This design comes from an exercise in tuning for small area and a short achievable clock period on the open sky130 flow, not from production work. Only simulation tests tie the RTL to the original design; equivalence was not proved. No activity file was given, so power comes from the tool's default toggle rates.

[design/flow/constraint.sdc]
create_clock -name core_clock -period 8.0 [get_ports {clk}]
set_input_delay 1.6000 -clock core_clock [delete_from_list [all_inputs] [get_ports {clk}]]
set_output_delay 1.6000 -clock core_clock [all_outputs]
set_load 0.01 [all_outputs]
[design/flow/flow/fix_flops.tcl]
# Pre-place the register-file flip-flops as an array and fix them for global placement:
# bit b in column b, register r in row r. Each register's select and load nets then run
# along one row and each bit's read trees and write data along one column. The
# flip-flops are released again after global placement (unfix_flops.tcl).
set block [ord::get_db_block]
set core  [$block getCoreArea]
set cx0 [$core xMin]; set cy0 [$core yMin]
set cw [expr {[$core xMax] - $cx0}]; set ch [expr {[$core yMax] - $cy0}]
set row0  [lindex [$block getRows] 0]
set sitew [[$row0 getSite] getWidth]
set rowh  [[$row0 getSite] getHeight]

# leave a strip on the left for the decoders
set ax0 [expr {$cx0 + 0.12 * $cw}]
set aw  [expr {0.88 * $cw}]
set pitchx [expr {$aw / 32.0}]
set pitchy [expr {$ch / 31.0}]

set n 0
foreach inst [$block getInsts] {
  set name [$inst getName]
  if {![regexp {^regs\\?\[(\d+)\\?\]\\?\[(\d+)\\?\]} $name -> r b]} { continue }
  set x [expr {$ax0 + $b * $pitchx}]
  set y [expr {$cy0 + ($r - 1 + 0.5) * $pitchy}]
  set x [expr {$cx0 + int(($x - $cx0) / $sitew) * $sitew}]
  set y [expr {$cy0 + int(($y - $cy0) / $rowh) * $rowh}]
  $inst setLocation [expr {int($x)}] [expr {int($y)}]
  $inst setPlacementStatus FIRM
  incr n
}
puts "fix_flops: pre-placed $n flip-flops"
[design/flow/flow/unfix_flops.tcl]
# Release the pre-placed flip-flops so legalization and later steps may move them.
set n 0
foreach inst [[ord::get_db_block] getInsts] {
  if {[$inst getPlacementStatus] == "FIRM"} {
    $inst setPlacementStatus PLACED
    incr n
  }
}
puts "unfix_flops: released $n instances"
[design/flow/design.v]
module mips_rf_ao22 (input logic a1, a2, b1, b2, output logic y);
    assign y = (a1 & a2) | (b1 & b2);
endmodule
module mips_rf_ao221 (input logic a1, a2, b1, b2, c, output logic y);
    assign y = (a1 & a2) | (b1 & b2) | c;
endmodule
module mips_rf_aoi222 (input logic a1, a2, b1, b2, c1, c2, output logic y);
    assign y = ~((a1 & a2) | (b1 & b2) | (c1 & c2));
endmodule
module mips_rf_aoi22 (input logic a1, a2, b1, b2, output logic y);
    assign y = ~((a1 & a2) | (b1 & b2));
endmodule
module mips_rf_nand3 (input logic a, b, c, output logic y);
    assign y = ~(a & b & c);
endmodule
module mips_rf_nand2 (input logic a, b, output logic y);
    assign y = ~(a & b);
endmodule
module mips_rf_nor3 (input logic a, b, c, output logic y);
    assign y = ~(a | b | c);
endmodule
module mips_rf_nor2 (input logic a, b, output logic y);
    assign y = ~(a | b);
endmodule
module mips_rf_oai21 (input logic a1, a2, b, output logic y);
    assign y = ~((a1 | a2) & b);
endmodule
module mips_rf_xnor2 (input logic a, b, output logic y);
    assign y = ~(a ^ b);
endmodule
module mips_rf_inv (input logic a, output logic y);
    assign y = ~a;
endmodule
module mips_rf_rdbit (
    input  logic [31:1] sel,
    input  logic [31:1] d,       
    input  logic        byp,
    input  logic        nbyp,
    input  logic        w,
    output logic        y
);
    logic [10:0] n;    
    logic [3:0]  t;    
    logic [1:0]  u;    
    logic        v;    
    for (genvar k = 0; k < 10; k++) begin : g_aoi
        mips_rf_aoi222 u (.a1(sel[3*k+1]), .a2(d[3*k+1]),
                          .b1(sel[3*k+2]), .b2(d[3*k+2]),
                          .c1(sel[3*k+3]), .c2(d[3*k+3]), .y(n[k]));
    end
    mips_rf_nand2 u_last (.a(sel[31]), .b(d[31]), .y(n[10]));
    mips_rf_nand3 u_t0 (.a(n[0]), .b(n[1]), .c(n[2]),  .y(t[0]));
    mips_rf_nand3 u_t1 (.a(n[3]), .b(n[4]), .c(n[5]),  .y(t[1]));
    mips_rf_nand3 u_t2 (.a(n[6]), .b(n[7]), .c(n[8]),  .y(t[2]));
    mips_rf_nand2 u_t3 (.a(n[9]), .b(n[10]),           .y(t[3]));
    mips_rf_oai21 u_u0 (.a1(t[0]), .a2(t[1]), .b(nbyp), .y(u[0]));
    mips_rf_oai21 u_u1 (.a1(t[2]), .a2(t[3]), .b(nbyp), .y(u[1]));
    mips_rf_nand2 u_v  (.a(byp), .b(w), .y(v));
    mips_rf_nand3 u_y  (.a(u[0]), .b(u[1]), .c(v), .y(y));
endmodule
module mips_rf_rdec (
    input  logic [4:0]  ra,
    input  logic [4:0]  waddr,
    input  logic        we,
    output logic [31:1] sel,
    output logic        byp,
    output logic        nbyp
);
    logic [4:0]  na, eq;
    logic [3:0]  lo;
    logic [7:0]  hi;
    logic [31:1] nsel;
    logic [1:0]  ne;
    logic        z012, z34, z, zz;
    for (genvar k = 0; k < 5; k++) begin : g_inv
        mips_rf_inv   u    (.a(ra[k]), .y(na[k]));
        mips_rf_xnor2 u_eq (.a(ra[k]), .b(waddr[k]), .y(eq[k]));
    end
    for (genvar k = 0; k < 4; k++) begin : g_lo
        mips_rf_nor2 u (.a(k[0] ? na[0] : ra[0]), .b(k[1] ? na[1] : ra[1]), .y(lo[k]));
    end
    for (genvar k = 0; k < 8; k++) begin : g_hi
        mips_rf_nor3 u (.a(k[0] ? na[2] : ra[2]), .b(k[1] ? na[3] : ra[3]),
                        .c(k[2] ? na[4] : ra[4]), .y(hi[k]));
    end
    for (genvar i = 1; i < 32; i++) begin : g_sel
        mips_rf_nand2 u   (.a(lo[i % 4]), .b(hi[i / 4]), .y(nsel[i]));
        mips_rf_inv   u_d (.a(nsel[i]), .y(sel[i]));
    end
    mips_rf_nand3 u_ne0 (.a(eq[0]), .b(eq[1]), .c(eq[2]), .y(ne[0]));
    mips_rf_nand3 u_ne1 (.a(eq[3]), .b(eq[4]), .c(we),    .y(ne[1]));
    mips_rf_nor3  u_z0  (.a(ra[0]), .b(ra[1]), .c(ra[2]), .y(z012));
    mips_rf_nor2  u_z1  (.a(ra[3]), .b(ra[4]), .y(z34));
    mips_rf_nand2 u_z2  (.a(z012), .b(z34), .y(z));     
    mips_rf_inv   u_z3  (.a(z), .y(zz));
    mips_rf_nor3  u_b   (.a(ne[0]), .b(ne[1]), .c(zz), .y(byp));
    mips_rf_inv   u_nb  (.a(byp), .y(nbyp));
endmodule
module mips_regfile_wb (
    input  logic        clk,
    input  logic        rst_n,
    input  logic        we,
    input  logic [4:0]  waddr,
    input  logic [31:0] wdata,
    input  logic [4:0]  raddr1,
    input  logic [4:0]  raddr2,
    output logic [31:0] rdata1,
    output logic [31:0] rdata2,
    output logic [15:0] wr_count
);
    localparam logic [31:0] SP_INIT = 32'h0000_3FFC;
    localparam logic [31:0] GP_INIT = 32'h0000_1800;
    logic [31:0] regs [32];
    logic [31:0] regs_d [32];
    logic [31:1] nwdec, ldr, hold;
    logic [4:0]  nwa;
    logic [3:0]  wlo;
    logic [7:0]  whi;
    logic        nwe, wv;
    logic [15:0] wr_count_q;
    for (genvar k = 0; k < 5; k++) begin : g_winv
        mips_rf_inv u (.a(waddr[k]), .y(nwa[k]));
    end
    mips_rf_inv u_nwe (.a(we), .y(nwe));
    for (genvar k = 0; k < 4; k++) begin : g_wlo
        mips_rf_nor3 u (.a(k[0] ? nwa[0] : waddr[0]), .b(k[1] ? nwa[1] : waddr[1]), .c(nwe),
                        .y(wlo[k]));
    end
    for (genvar k = 0; k < 8; k++) begin : g_whi
        mips_rf_nor3 u (.a(k[0] ? nwa[2] : waddr[2]), .b(k[1] ? nwa[3] : waddr[3]),
                        .c(k[2] ? nwa[4] : waddr[4]), .y(whi[k]));
    end
    for (genvar i = 1; i < 32; i++) begin : g_wdec
        mips_rf_nand2 u (.a(wlo[i % 4]), .b(whi[i / 4]), .y(nwdec[i]));
    end
    assign ldr  = {31{rst_n}} & ~nwdec;
    assign hold = {31{rst_n}} & nwdec;
    assign wv   = ~&nwdec;
    assign regs[0]   = '0;
    assign regs_d[0] = '0;
    for (genvar i = 1; i < 32; i++) begin : g_reg
        localparam logic [31:0] RV = (i == 29) ? SP_INIT :
                                     (i == 28) ? GP_INIT : '0;
        for (genvar b = 0; b < 32; b++) begin : g_bit
            if (RV[b]) begin : g_set
                mips_rf_ao221 u (.a1(ldr[i]), .a2(wdata[b]), .b1(hold[i]), .b2(regs[i][b]),
                                 .c(~rst_n), .y(regs_d[i][b]));
            end else begin : g_clr
                mips_rf_ao22 u (.a1(ldr[i]), .a2(wdata[b]), .b1(hold[i]), .b2(regs[i][b]),
                                .y(regs_d[i][b]));
            end
        end
        always_ff @(posedge clk) regs[i] <= regs_d[i];
    end
    always_ff @(posedge clk) begin
        if (!rst_n)  wr_count_q <= '0;
        else if (wv) wr_count_q <= wr_count_q + 16'd1;
    end
    assign wr_count = wr_count_q;
    logic [31:1] sel1, sel2;
    logic        byp1, nbyp1, byp2, nbyp2;
    mips_rf_rdec u_rdec1 (.ra(raddr1), .waddr(waddr), .we(we), .sel(sel1), .byp(byp1), .nbyp(nbyp1));
    mips_rf_rdec u_rdec2 (.ra(raddr2), .waddr(waddr), .we(we), .sel(sel2), .byp(byp2), .nbyp(nbyp2));
    for (genvar b = 0; b < 32; b++) begin : g_rd
        logic [31:1] col;
        for (genvar i = 1; i < 32; i++) begin : g_col
            assign col[i] = regs[i][b];
        end
        mips_rf_rdbit u_rd1 (.sel(sel1), .d(col), .byp(byp1), .nbyp(nbyp1), .w(wdata[b]),
                             .y(rdata1[b]));
        mips_rf_rdbit u_rd2 (.sel(sel2), .d(col), .byp(byp2), .nbyp(nbyp2), .w(wdata[b]),
                             .y(rdata2[b]));
    end
endmodule
[design/flow/standard.sh]
#!/bin/bash
# synth_recipe.tcl (not shown) runs the flow's synth.tcl, then flattens the netlist and writes it again
# the make line also repeats each setting of config.mk as NAME=value (left out here)
make -C /OpenROAD-flow-scripts/flow DESIGN_CONFIG=/design/flow/config.mk WORK_HOME=/design/flow/orfs CLKGATE_MAP_FILE= SYNTH_SCRIPT=/design/flow/synth_recipe.tcl "${@:-finish}"
[design/flow/flow/run.sh]
#!/bin/bash
# Standard ORFS layout, with the register-file flip-flops pre-placed as an array (bit b in
# column b, register r in row r)
# before global placement (flow/fix_flops.tcl) and released after it (flow/unfix_flops.tcl).
# Delay cells are kept out of the layout so port buffers and timing repair use plain buffers,
# and clock tree synthesis adds no dummy balancing loads.
set -euo pipefail
cd "$(dirname "$0")/.."
export PRE_GLOBAL_PLACE_SKIP_IO_TCL="$PWD/flow/fix_flops.tcl"
export POST_GLOBAL_PLACE_TCL="$PWD/flow/unfix_flops.tcl"
export DONT_USE_CELLS="sky130_fd_sc_hd__clkdlybuf4s15_1 sky130_fd_sc_hd__clkdlybuf4s15_2 sky130_fd_sc_hd__clkdlybuf4s18_1 sky130_fd_sc_hd__clkdlybuf4s18_2 sky130_fd_sc_hd__clkdlybuf4s25_1 sky130_fd_sc_hd__clkdlybuf4s25_2 sky130_fd_sc_hd__clkdlybuf4s50_1 sky130_fd_sc_hd__clkdlybuf4s50_2 sky130_fd_sc_hd__dlygate4sd1_1 sky130_fd_sc_hd__dlygate4sd2_1 sky130_fd_sc_hd__dlygate4sd3_1 sky130_fd_sc_hd__dlymetal6s2s_1 sky130_fd_sc_hd__dlymetal6s4s_1 sky130_fd_sc_hd__dlymetal6s6s_1"
export BUFFER_PORTS_ARGS="-buffer_cell sky130_fd_sc_hd__buf_4"
export CTS_ARGS="-sink_clustering_enable -repair_clock_nets -sink_clustering_size 30 -sink_clustering_max_diameter 80 -dont_use_dummy_load"
bash standard.sh > standard_flow.log 2>&1
[design/flow/config.mk]
export PLATFORM = sky130hd
export DESIGN_NAME = mips_regfile_wb
export DESIGN_NICKNAME = mips_regfile_wb
export VERILOG_FILES = /design/flow/design.v
export SDC_FILE = /design/flow/constraint.sdc
export NUM_CORES = 4
export LEC_CHECK = 0
export CAP_MARGIN = 20
export CORE_MARGIN = 2
export CORE_UTILIZATION = 40
export CTS_CLUSTER_DIAMETER = 60
export CTS_CLUSTER_SIZE = 25
export SETUP_SLACK_MARGIN = 2.4
export SLEW_MARGIN = 20
export SYNTH_HIERARCHICAL = 1
==> run summary, run 1 <==
- Aggregate global routing overflow: 0
- Dpl ws: 1.94 ns
- HP Class: flip-flop to flip-flop
- Pwr/cell area: 181 nW/µm²
- Residual DRC: 0
- Critical path launch point type: primary input
- Row count: 116
- Syn. warnings: 11
- PortBufs: 129
- Vias in the first global route: 35200
- Crit-path slowest cell: clkinvlp_4
- Die height: 321 µm
- Crit-path cells: buf_4 -> inv_1 -> nor3_2 -> nand2_1 -> clkinvlp_4 -> a222oi_1 -> nand3_1 -> o21ai_1 -> nand3_1 -> buf_4
- Status: timing/DRC/antenna clean
- DRT Pass-1 Iters: 15
- Clk Latency, worst-skew pair: 0.67 ns
- Max Cap Viol: 0
- Top cell type's share of synthesized area: 0.503
- CTS Buf Count: 50
- Final worst slack: 2.34 ns
- IO Pins: 130
- Share of layout cells above drive strength 1: 0.150
- Register-to-Register Setup Slack: 6.17 ns
- CTS tree: done
- Relative slew slack: 0.406
- Critical Path Sink: rdata1[1]
- Synth Area in Compound Gates: 0.397
- P&R area growth vs syn: 16.2%
- Main combinational cell family by area after synthesis: compound AO/OA/AOI/OAI gates
- Adder-cell share of the synthesized area: 0.000312
- Clock skew: 0.0496 ns
- Primary FF master, synth: dfxtp_1
- Final setup vio count: 0
- Total negative slack: 0 ns
- Final WL: 170 mm
- 1st-iter DRT viols: 9511
- Count leader, synth: dfxtp_1
- Synth top area cells: dfxtp_1, a22o_1, a222oi_1, nand3_1, nand2_1
- Mux cell area share after synthesis: 0.00349
- Average size of a mapped cell: 11.1 µm²
- Max IR drop VDD: 0.147 mV
- Post-Synthesis Cells: 3619
- Synthesized area: 40200 µm²
- Hold Buf Count CTS: 0
- Slew Viols, Final: 0
- DR vias: 39200
- Critical R2R Launch: wr_count_q[0]
- DP HPWL: 114 mm
- Routed len/inst: 31.8 µm
- Number of vias per cell: 7.35
- CTS H-Tree Depth: 2
- Xor/xnor cell area share of the yosys netlist: 0.00218
- CP Capture Type: output pin
- Post-synth cell types: 35
- Worst slew pin tran: 0.886 ns
- FMAX: 0.177 GHz
- Nets: 4086
- Buf/Inv on CP: 4
- #FFs+latches synth: 1008
- WS Path Type: primary input to output pin
- Simple-gate share of the synthesized area: 0.0856
- CP Max Fanout: 16
- Worst-path clk slew: 0.05 ns
- Final ANT Viol Nets: 0
- Hold Vio Cnt, Final: 0
- DP Area: 43500 µm²
- Critical path startpoint: raddr1[3]
- Antenna violations before repair: 4
- First-pass GRT wire length: 238 mm
- WP data arrival: 4.06 ns
- WP data required: 6.40 ns
- Total power: 8460 µW
- CTS max path bufs: 3
- Largest net degree at the start of global routing: 61
- Delay-heaviest family, CP: buffers and inverters
- Ys async rst share: 0
- Clock Tree Root: clkbuf_16
- Starting Density: 0.402
- RSZ-0062 raised after global routing: true
- Die Area: 103000 µm²
- CP peak stage delay: 0.51 ns
- Chip width: 321 µm
- EDFF count, synth: 0
- Synth top cells by count: dfxtp_1, a22o_1, a222oi_1
- Placeable Area: 99900 µm²
- Post-synth top area cell: dfxtp_1
- Part of the cycle the worst path needs: 0.708
- Worst R2R End: wr_count_q[14]
- Fin area: 46700 µm²
- Leakage power: 0.0172 µW
- Syn Nets: 3670
- Seq/Total Area, Yosys: 0.503
- GRT Util Overall: 0.296
- CP Depth: 10
- Worst r2r path cells: 5
- Post-layout min period: 5.66 ns
- Clock Sinks: 1008
## routing by layer
metal,wire length (µm),global-route usage,vias up
li1,-,-,16700
met2,72600,0.467,3024
met3,24000,0.0603,434
met5,22,0,-
met1,64500,0.390,19000
met4,8450,0.138,4
## metrics by stage
step           hold slack (ns)  std cells  utilization
2_1_floorplan            0.460       3619            -
3_3_place_gp             0.464       5115        0.434
3_5_place_dp             0.464       5120        0.435
4_1_cts                  0.474       5233        0.455
5_1_grt                  0.499       5331        0.467
6_report                 0.478       5333        0.467
## report_power, final
part,internal [µW],total (µW),switching [µW]
combinational,134,544,410
clock,1120,2810,1700
sequential,5060,5100,41.7
## registers in the layout, indices dropped and copies added (netlist names)
name        flops
regs          992
wr_count_q     16
## how the worst min path moves through the flow
stage	startpoint	to	slack (ns)	cells after the start
detailed placement	wr_count_q[15]	wr_count_q[15]	0.46	2
global placement	wr_count_q[15]	wr_count_q[15]	0.46	2
CTS	wr_count_q[15]	wr_count_q[15]	0.47	2
finish	wr_count_q[15]	wr_count_q[15]	0.48	2
floorplan	regs[10][0]	regs[10][0]	0.46	1
global route	wr_count_q[15]	wr_count_q[15]	0.50	2
## final cells by class
cell class	instances	area (µm²)
Antenna cell	2	5.00
Clock buffer	50	1250
Fill cell	9348	53200
Inverter	85	518
Multi-Input combinational cell	2515	19800
Sequential cell	1008	20200
Tap cell	1298	1620
Timing Repair Buffer	332	2970
Timing Repair inverter	43	315
## placed cells by master (no fill, tap or decap), types with 5 or more instances in the layout
cell type / n
clkinvlp_4: 89
dfxtp_1: 1008
nor2_2: 38
buf_4: 291
o21ai_1: 120
buf_12: 34
a221o_1: 14
nand2_1: 292
o21ai_2: 11
and2_1: 23
a22o_1: 978
xnor2_1: 10
nand2b_1: 13
buf_8: 6
a222oi_1: 640
inv_2: 5
nand4_1: 7
mux2i_1: 14
inv_1: 27
nor3_2: 30
clkbuf_16: 50
and2_2: 8
nand3_1: 266
nand2_2: 16
## tightest hold or removal path: stages (launching register included)
cell and delay (ns):
dfxtp_1 0.32, nand2_1 0.05, mux2i_1 0.06
## per-module statistics from Yosys (local to each module, per instance), a selection
module | copies in the design | flops+latches | cells inside
mips_rf_nand2 | 287 | 0 | 1
mips_rf_nand3 | 260 | 0 | 1
mips_rf_oai21 | 128 | 0 | 1
mips_rf_aoi222 | 640 | 0 | 1
mips_rf_xnor2 | 10 | 0 | 1
mips_rf_ao221 | 14 | 0 | 1
mips_rf_nor3 | 32 | 0 | 1
mips_rf_inv | 82 | 0 | 1
mips_rf_ao22 | 978 | 0 | 1
mips_rf_nor2 | 10 | 0 | 1
mips_regfile_wb | 1 | 1008 | 1178
## cells by family (layout without fill, tap and decap cells)
kind of cell / after synthesis / after routing
simple gates: 713 / 713
other cells: 0 / 2
buf+inv: 96 / 510
xor+xnor: 10 / 10
mux: 14 / 14
compound gates: 1777 / 1777
flops: 1008 / 1008
fa+ha+maj: 1 / 1
## repair_timing
| action | in CTS | in global routing |
|---|---|---|
| pin swaps | 1 | 4 |
| buffers inserted | 43 | 75 |
| setup endpoints to repair | 64 | 64 |
| gates resized for setup | 78 | 59 |
| cloned | 20 | 23 |
==> inputs of run 2 (changes only) <==
--- a/design/flow/flow/run.sh
+++ b/design/flow/flow/run.sh
@@ -12,3 +12,3 @@
 export BUFFER_PORTS_ARGS="-buffer_cell sky130_fd_sc_hd__buf_4"
-export CTS_ARGS="-sink_clustering_enable -repair_clock_nets -sink_clustering_size 30 -sink_clustering_max_diameter 80 -dont_use_dummy_load"
+export CTS_ARGS="-sink_clustering_enable -repair_clock_nets -sink_clustering_size 30 -sink_clustering_max_diameter 70 -dont_use_dummy_load"
 bash standard.sh > standard_flow.log 2>&1
--- a/design/flow/config.mk
+++ b/design/flow/config.mk
@@ -9,3 +9,3 @@
 export CORE_MARGIN = 2
-export CORE_UTILIZATION = 40
+export CORE_UTILIZATION = 45
 export CTS_CLUSTER_DIAMETER = 60
==> run summary, run 2 <==
- Status: timing/DRC/antenna clean
- Slew Viols, Final: 0 (unchanged)
- DP HPWL: 108 mm (-5.6%)
- HP Start: wr_count_q[15]
- M2 GR Usage: 0.484 (+0.0169)
- Crit-path slowest cell: a222oi_1
- Most frequent cells in the layout: dfxtp_1, a22o_1, a222oi_1
- Final WL: 165 mm (-2.6%)
- Met3 Use GR: 0.0763 (+0.0159)
- Crit-path most repeated cell: buf_4
- Aggregate global routing overflow: 0 (unchanged)
- CP peak stage delay: 0.54 ns (+0.03 ns)
- PortBufs: 129 (unchanged)
- CTS tree: done
- Synthesized area: 40200 µm² (unchanged)
- Crit-path cells: buf_4 -> inv_1 -> nor2_2 -> nand2_2 -> clkinvlp_4 -> buf_4 -> a222oi_1 -> nand3_1 -> o21ai_1 -> nand3_1 -> buf_4
- Routed len/inst: 31.6 µm (-0.66%)
- Clock Sinks: 1008 (unchanged)
- Chip width: 303 µm (-5.6%)
- Vias in the first global route: 35100 (-0.27%)
- Worst R2R End: wr_count_q[14]
- Clock skew: 0.0240 ns (-0.0257 ns)
- First-pass GRT wire length: 230 mm (-3.2%)
- IO Pins: 130 (unchanged)
- Number of vias per cell: 7.62 (+3.7%)
- GRT Max-Usage Layer: met2
- CP Max Fanout: 10 (-6)
- Syn Nets: 3670 (unchanged)
- DR vias: 39900 (+1.7%)
- #FFs+latches synth: 1008 (unchanged)
- Die height: 303 µm (-5.6%)
- Worst-path clk slew: 0.05 ns (about the same)
- Register-to-Register Setup Slack: 6.15 ns (-0.02 ns)
- Hold Buf Count CTS: 0 (unchanged)
- Die Area: 91600 µm² (-11%)
- Critical path launch point type: primary input
- Primary FF master, synth: dfxtp_1
- WP data arrival: 4.11 ns (+0.05 ns)
- Max FFs per register: 992 (unchanged)
- 1st-iter DRT viols: 9895 (+4.0%)
- DRT Pass-1 Iters: 15 (unchanged)
- Post-synth cell types: 35 (unchanged)
- FMAX: 0.175 GHz (-0.75%)
- Placeable Area: 88400 µm² (-11%)
- Area occupied by multi-input gates: 19800 µm² (+0.11%)
- Post-layout min period: 5.71 ns (+0.0429 ns)
- Starting Density: 0.454 (+0.0522)
- Critical Path Sink: rdata1[0]
- Syn. warnings: 11 (unchanged)
- Max Cap Viol: 0 (unchanged)
- Clock Tree Root: clkbuf_16
- Total negative slack: 0 ns (unchanged)
- Clk Latency, worst-skew pair: 0.64 ns (-0.03 ns)
- Post-synth top area cell: dfxtp_1
- Ys async rst share: 0 (unchanged)
- WS Path Type: primary input to output pin
- Top cell type's share of synthesized area: 0.503 (unchanged)
- Critical path startpoint: raddr1[1]
- Share of layout cells above drive strength 1: 0.162 (+0.0114)
- Leakage power: 0.0174 µW (+0.99%)
- Relative slew slack: 0.453 (+0.0471)
- Nets: 4117 (+0.76%)
- Register area: 20200 µm² (unchanged)
- P&R area growth vs syn: 17.2%
- Layout fillers: 7800 (-17%)
- Most common cell after layout, fill and taps aside: dfxtp_1
- Post-Synthesis Cells: 3619 (unchanged)
- Residual DRC: 0 (unchanged)
- CTS H-Tree Depth: 2 (unchanged)
- RSZ-0062 raised after global routing: true
- Placed insts: 4966 (-3.0%)
- GRT Util Overall: 0.321 (+0.0250)
- HP Class: flip-flop to flip-flop
- Largest net degree at the start of global routing: 61 (unchanged)
- Hold path depth: 2 (unchanged)
- Grt met1 use: 0.439 (+0.0492)
- Synth top cells by count: dfxtp_1, a22o_1, a222oi_1
- CP Capture Type: output pin
- CTS max path bufs: 3 (unchanged)
- Row count: 109 (-6.0%)
- Worst slew pin tran: 0.816 ns (-0.0703 ns)
- Top Registers: regs x992, wr_count_q x16
- Final setup vio count: 0 (unchanged)
- Hold Vio Cnt, Final: 0 (unchanged)
- Most flops, register: regs
- Synth top area cells: dfxtp_1, a22o_1, a222oi_1, nand3_1, nand2_1
- Final Non-Filler Cells: 5231 (-1.9%)
- Critical R2R Launch: wr_count_q[0]
- Count leader, synth: dfxtp_1
- Final ANT Viol Nets: 0 (unchanged)
- Pwr/cell area: 182 nW/µm² (+0.38%)
- Part of the cycle the worst path needs: 0.713 (+0.00537)
- WP data required: 6.40 ns (about the same)
- CTS Buf Count: 56 (+12%)
- Worst r2r path cells: 5 (unchanged)
- Max IR drop VDD: 0.192 mV (+31%)
- Seq/Total Area, Yosys: 0.503 (unchanged)
- EDFF count, synth: 0 (unchanged)
- Average size of a mapped cell: 11.1 µm² (unchanged)
- Antenna violations before repair: 1 (-3)
run 2: cell counts after synthesis:
No cell type changed its count.
run 2: layout make-up:
class / count / share of cell area
Antenna cell: 2 / 0.000106
Clock buffer: 56 / 0.0298
Inverter: 85 / 0.0114
Multi-Input combinational cell: 2515 / 0.421
Sequential cell: 1008 / 0.429
Tap cell: 1165 / 0.0310
Timing Repair Buffer: 349 / 0.0697
Timing Repair inverter: 51 / 0.00792
run 2: logic make-up (layout without fill, tap and decap cells):
family,Yosys count,count (layout),share of synthesized area
compound gates,1777,1777,0.397
flops,1008,1008,0.503
simple gates,713,713,0.0856
buf+inv,96,541,0.00935
mux,14,14,0.00349
xor+xnor,10,10,0.00218
fa+ha+maj,1,1,0.000312
other cells,0,2,0
run 2: modules after synthesis, one instance, submodules excluded, excerpt:
module,times used,flops+latches,cells,cell area (µm²)
mips_rf_nand2,287,0,1,3.75
mips_rf_ao221,14,0,1,10.0
mips_rf_ao22,978,0,1,8.76
mips_rf_inv,82,0,1,3.75
mips_regfile_wb,1,1008,1178,21300
mips_rf_oai21,128,0,1,5.00
mips_rf_aoi222,640,0,1,10.0
mips_rf_nor3,32,0,1,10.0
mips_rf_nor2,10,0,1,3.75
mips_rf_nand3,260,0,1,5.00
run 2: worst min-delay path by stage:
stage	endpoint	slack [ns]
after floorplan	regs[10][0]	0.46
after CTS	wr_count_q[15]	0.48
final	wr_count_q[15]	0.48
after global placement	wr_count_q[15]	0.46
after global routing	wr_count_q[15]	0.51
after detailed placement	wr_count_q[15]	0.47
run 2: power breakdown:
part	switching, µW	internal [µW]
Clock	1670	1240
Sequential	39.2	5060
Combinational	416	137
Total	2130	6440
run 2: critical path, delay by kind of cell:
kind	cells	cell delay, ns
buffers and inverters	5	0.98
and+or+nand+nor	4	0.77
AOI/OAI and AO/OA	2	0.76
run 2: what timing repair did:
item                                    CTS  global route
endpoints found under the setup margin   64            64
pin swaps                                 0             4
gates cloned                             28            23
resized for setup                        83            72
setup buffers                            59            96
run 2: metal layers:
layer	vias to the layer above	share of wire	wire length [µm]
met2	3277	0.42	69200
met3	449	0.15	25600
li1	16800	-	-
met5	-	0	0
met1	19300	0.38	62800
met4	0	0.046	7570
run 2: through the flow:
stage / power [µW] / util / hold slack, ns / setup slack [ns] / instance area (µm²)
3_3_place_gp: 5660 / 0.487 / 0.464 / 1.99 / 43100
4_1_cts: 8530 / 0.516 / 0.482 / 2.36 / 45600
6_report: 8560 / 0.532 / 0.480 / 2.29 / 47100
5_1_grt: 8790 / 0.532 / 0.513 / 2.29 / 47100
3_5_place_dp: 5670 / 0.488 / 0.468 / 2.02 / 43100
2_1_floorplan: 5410 / - / 0.460 / 2.72 / 40200

## what the ideal ports hide
In the flow no input, the clock included, has a driving cell. The finished layouts below were timed again as built, in two steps.
Step 1 assumes that a clkbuf_16 drives the clock port and a buf_2 every other input.
Step 2, shift: input delay + t, output delay - t, t = (earliest + latest rising clock arrival at the registers) / 2. This alone moves slack from input paths to output paths.
Slacks: ideal ports / drivers / drivers and shift; pairs: ideal ports / drivers.
| run | t, ns | setup WS [ns] | worst setup path at the end | worst slew at a driven data input, ns |
|---|---|---|---|---|
| run 1 | 0.736 | 2.338 / 2.219 / 2.219 | input to output | 0.20 |
| run 2 | 0.705 | 2.295 / 2.251 / 2.251 | input to output | 0.06 |
After both steps setup and hold are still met in every run listed. For run 1, which loses most, drivers alone change the setup slack by -0.119 ns; drivers and shift together by -0.119 ns.
